Source: an optimization exercise on an open RTL-to-GDS flow (aim: small area). Production flows keep margins and buffers that such runs may drop.
The RTL was checked by simulation tests, not by an equivalence proof against the original design.
Power and IR drop assume default switching activity.

## main
// pacman_game
module pacman_game #(
  parameter int MAP_COLS  = 28,
  parameter int MAP_ROWS  = 36,
  parameter int TILE_PX   = 8,
  parameter int START_COL = 2,
  parameter int START_ROW = 1
) (
  input  wire logic            vga_pix_clk,
  input  wire logic            rst,
  input  wire game_pkg::beam_t beam,
  input  wire logic            btn_up,
  input  wire logic            btn_down,
  input  wire logic            btn_left,
  input  wire logic            btn_right,
  output game_pkg::rgb_t       rgb,
  output game_pkg::score_t     score,
  output game_pkg::tile_pos_t  pac_tile
);
Size: about 4000 cells after synthesis, ~870 flip-flops.
Settings: LEC_CHECK=0, CAP_MARGIN=20, CORE_MARGIN=2, CORE_UTILIZATION=30, CTS_BUF_LIST=sky130_fd_sc_hd__clkbuf_8, CTS_CLUSTER_DIAMETER=50, CTS_CLUSTER_SIZE=24, SLEW_MARGIN=20, SYNTH_HIERARCHICAL=1, SYNTH_MINIMUM_KEEP_SIZE=0; clock period 10.0 ns.
run.sh (not shown) runs the stock make flow with config.mk's settings and CLKGATE_MAP_FILE= SYNTH_SCRIPT=/design/flow/synth_recipe.tcl, a recipe that flattens the netlist after the stock synthesis.
Edits applied to the flow inputs when going from main to the feature branch:
==> flow/flow/run.sh (new file) <==
#!/bin/bash
# Own layout flow: the standard flow (standard.sh, with the standard
# synthesis unchanged), except that clock tree synthesis inserts no dummy
# loads and builds the tree from clkbuf_8 cells, and the ports are buffered
# with the smallest buffer. make's output goes to standard_flow.log; each
# ORFS step keeps its own log under orfs/logs/.
set -euo pipefail
export CTS_ARGS="-sink_clustering_enable -repair_clock_nets -dont_use_dummy_load -buf_list {sky130_fd_sc_hd__clkbuf_8} -sink_clustering_size 24 -sink_clustering_max_diameter 50"
export BUFFER_PORTS_ARGS="-buffer_cell sky130_fd_sc_hd__buf_1"
bash standard.sh finish > standard_flow.log 2>&1
==> flow/standard.sh (new file) <==
#!/bin/bash
# synth_recipe.tcl (not shown) runs the flow's synth.tcl, then flattens the netlist and writes it again
# the make line also repeats each setting of config.mk as NAME=value (left out here)
make -C /OpenROAD-flow-scripts/flow DESIGN_CONFIG=/design/flow/config.mk WORK_HOME=/design/flow/orfs CLKGATE_MAP_FILE= SYNTH_SCRIPT=/design/flow/synth_recipe.tcl "${@:-finish}"
removed: flow/run.sh
Notes after the runs:
Re total power: the feature branch and main aren't equal, and the higher value belongs to main. Minimum period implied by the final worst setup slack: the feature branch < main. The feature branch does better than main on worst setup slack. Diff the feature branch and main: longest individual stage delay on the worst path higher in the feature branch. From main to the feature branch, mean instance size in the synthesized netlist did not move at all. Lower achievable clock frequency goes to main over the feature branch. Between the feature branch and main, the difference in via count is negligible.


## run 1
Another version of the RTL of pacman_game (not shown whole).
Size: about 62 I/O pins, about 36000 um^2 of cells after synthesis.
export LEC_CHECK = 0
export CAP_MARGIN = 0
export CORE_MARGIN = 2
export CORE_UTILIZATION = 30
export SLEW_MARGIN = 0
export SYNTH_HIERARCHICAL = 1
export SYNTH_MINIMUM_KEEP_SIZE = 0
create_clock -name core_clock -period 10.0 [get_ports {vga_pix_clk}]
standard.sh (not shown) runs the stock make flow with config.mk's settings and CLKGATE_MAP_FILE= SYNTH_SCRIPT=/design/flow/synth_recipe.tcl, a recipe that flattens the netlist after the stock synthesis.
==> flow/flow/run.sh <==
#!/bin/bash
# Own layout flow: the standard flow (standard.sh, with the standard
# synthesis unchanged), except that clock tree synthesis inserts no dummy
# loads and builds the tree from clkbuf_4 cells, and the ports are buffered
# with the smallest buffer. make's output goes to standard_flow.log; each
# ORFS step keeps its own log under orfs/logs/.
set -euo pipefail
export CTS_ARGS="-sink_clustering_enable -repair_clock_nets -dont_use_dummy_load -buf_list {sky130_fd_sc_hd__clkbuf_4} -sink_clustering_size 10 -sink_clustering_max_diameter 50"
export BUFFER_PORTS_ARGS="-buffer_cell sky130_fd_sc_hd__buf_1"
bash standard.sh finish > standard_flow.log 2>&1
Run 1: PASS, flow complete, no timing, DRC or antenna violations
Here is what was changed in the inputs of run 2 compared with run 1.
Settings: SLEW_MARGIN: 0 -> 5; CAP_MARGIN: 0 -> 5.
diff --git a/flow/flow/run.sh b/flow/flow/run.sh
--- a/flow/flow/run.sh
+++ b/flow/flow/run.sh
@@ -4 +4 @@
-# loads and builds the tree from clkbuf_4 cells, and the ports are buffered
+# loads and builds the tree from clkbuf_8 cells, and the ports are buffered
@@ -8 +8 @@
-export CTS_ARGS="-sink_clustering_enable -repair_clock_nets -dont_use_dummy_load -buf_list {sky130_fd_sc_hd__clkbuf_4} -sink_clustering_size 10 -sink_clustering_max_diameter 50"
+export CTS_ARGS="-sink_clustering_enable -repair_clock_nets -dont_use_dummy_load -buf_list {sky130_fd_sc_hd__clkbuf_8} -sink_clustering_size 16 -sink_clustering_max_diameter 80"
Total global routing track utilization essentially unchanged between run 2 and run 1.
Per the comparison of run 2 with run 1, wire length on met2 increased by 0.43% relative to the old numbers, average instance area after synthesis closely matched the old numbers.
Transition time at the pin with the least slew margin, run 2 and run 1: higher on run 2
Compared run 2 against run 1; proportion of final cell area spent on non-clock buffers within noise.
Routed metal-1 wirelength delta (run 1 -> run 2): insignificant
| part of the power in combinational logic | run 1 vs run 2 | ≈ equal |
Diff run 1..run 2 | simple-gate share of the synthesized area | unchanged
Changes observed in run 2 relative to run 1: part of the power in the clock network went up by 0.9 points, layout net count went down by 43, portion of the clock cycle consumed by the worst path in the final layout went up by 1.3 points.
Here is what was changed in the inputs of run 3 compared with run 2.
Settings: CORE_UTILIZATION: 30 -> 45.
[summary]
Final instance area in run 3 is about 1.5% below run 2. Of run 2 and run 3, the run reporting the lower headroom to the max-slew limit was run 3. Of the two candidates, run 2 has the better via count and run 3 the worse one. Die footprint improves in run 3 relative to run 2. Mux cell area share after synthesis came out exactly the same in run 2 and run 3.
The inputs of run 4 differ from those of run 3 as listed below.
Settings: CORE_UTILIZATION changed from 45 to 30.
diff --git a/flow/flow/run.sh b/flow/flow/run.sh
--- a/flow/flow/run.sh
+++ b/flow/flow/run.sh
@@ -8 +8 @@
-export CTS_ARGS="-sink_clustering_enable -repair_clock_nets -dont_use_dummy_load -buf_list {sky130_fd_sc_hd__clkbuf_8} -sink_clustering_size 16 -sink_clustering_max_diameter 80"
+export CTS_ARGS="-sink_clustering_enable -repair_clock_nets -dont_use_dummy_load -buf_list {sky130_fd_sc_hd__clkbuf_8} -sink_clustering_size 24 -sink_clustering_max_diameter 50"
==> notes.md <==
- Run 3 → run 4: hold slack decreased 26 ps; post-placement worst setup slack increased 190 ps; insertion delay of the later-clocked pin in the worst-skew pair essentially unchanged.
- Layout cell share with drive strength beyond 1 (higher): run 4
- Comparing die area for run 4 and run 3, the bigger number came from run 4.
- On final wirelength, run 3 loses to run 4.


pacman_game, a different RTL version from the one above (not shown whole).
For scale: about 4000 cells after synthesis, ~870 flip-flops, about 62 I/O pins.
## pacman_game
module pacman_game #(
  parameter int MAP_COLS  = 28,
  parameter int MAP_ROWS  = 36,
  parameter int TILE_PX   = 8,
  parameter int START_COL = 2,
  parameter int START_ROW = 1
) (
  input  wire logic            vga_pix_clk,
  input  wire logic            rst,
  input  wire game_pkg::beam_t beam,
  input  wire logic            btn_up,
  input  wire logic            btn_down,
  input  wire logic            btn_left,
  input  wire logic            btn_right,
  output game_pkg::rgb_t       rgb,
  output game_pkg::score_t     score,
  output game_pkg::tile_pos_t  pac_tile
);
==> flow/config.mk <==
export PLATFORM = sky130hd
export DESIGN_NAME = pacman_game
export DESIGN_NICKNAME = pacman_game
export VERILOG_FILES = /design/flow/design.v
export SDC_FILE = /design/flow/constraint.sdc
export NUM_CORES = 4
export LEC_CHECK = 0
export CAP_MARGIN = 0
export CORE_MARGIN = 2
export CORE_UTILIZATION = 30
export SLEW_MARGIN = 0
export SYNTH_HIERARCHICAL = 1
export SYNTH_MINIMUM_KEEP_SIZE = 0
==> flow/constraint.sdc <==
create_clock -name core_clock -period 10.0 [get_ports {vga_pix_clk}]
set_input_delay 2.0000 -clock core_clock [delete_from_list [all_inputs] [get_ports {vga_pix_clk}]]
set_output_delay 2.0000 -clock core_clock [all_outputs]
set_load 0.01 [all_outputs]
==> flow/flow/run.sh <==
#!/bin/bash
# Own layout flow: the standard flow (standard.sh, with the standard
# synthesis unchanged), except that clock tree synthesis inserts no dummy
# loads and builds the tree from clkbuf_8 cells, and the ports are buffered
# with the smallest buffer. make's output goes to standard_flow.log; each
# ORFS step keeps its own log under orfs/logs/.
set -euo pipefail
export CTS_ARGS="-sink_clustering_enable -repair_clock_nets -dont_use_dummy_load -buf_list {sky130_fd_sc_hd__clkbuf_8} -sink_clustering_size 16 -sink_clustering_max_diameter 80"
export BUFFER_PORTS_ARGS="-buffer_cell sky130_fd_sc_hd__buf_1"
bash standard.sh finish > standard_flow.log 2>&1
Rerun with:
--- a/flow/flow/run.sh
+++ b/flow/flow/run.sh
@@ -4 +4 @@
-# loads and builds the tree from clkbuf_8 cells, and the ports are buffered
+# loads and builds the tree from clkbuf_4 cells, and the ports are buffered
@@ -8 +8 @@
-export CTS_ARGS="-sink_clustering_enable -repair_clock_nets -dont_use_dummy_load -buf_list {sky130_fd_sc_hd__clkbuf_8} -sink_clustering_size 16 -sink_clustering_max_diameter 80"
+export CTS_ARGS="-sink_clustering_enable -repair_clock_nets -dont_use_dummy_load -buf_list {sky130_fd_sc_hd__clkbuf_4} -sink_clustering_size 10 -sink_clustering_max_diameter 50"
Design area stays flat.
Wire length stays flat.
Count of clock-buffer cells in the layout is higher by 38.
Core utilization barely changes.

## what the ideal ports hide
The results above use ideal ports. As a check the final layouts listed here were re-extracted and re-timed, cells and wires unchanged.
Step 1: set_driving_cell puts a clkbuf_16 on vga_pix_clk and a buf_2 on each other input, an assumption about the parent block.
Step 2 moves the port delays by t, midway between the first and last clock arrival at a register: inputs arrive t later, outputs are due t later. That takes back most of the time a late clock gives input paths.
a / b / c = ideal ports / drivers / drivers and shift; a / b = the first two.
run	t (ns)	setup WS [ns]	pins driven straight from the clock port
main	0.836	3.187 / 3.187 / 2.418	1
the feature branch	0.803	3.448 / 3.448 / 2.706	1
run 1	1.044	3.461 / 3.508 / 2.464	1
run 2	0.730	3.332 / 3.372 / 2.642	1
run 3	0.799	3.144 / 3.183 / 2.383	1
run 4	0.775	3.329 / 3.372 / 2.597	1
the first run of note 3	0.777	3.445 / 3.445 / 2.767	1
the second run of note 3	1.046	3.410 / 3.410 / 2.783	1
After both steps setup and hold are still met in every run listed. The setup slack of run 1, which loses most, moves by +0.047 ns with the drivers and by -0.997 ns with both steps.
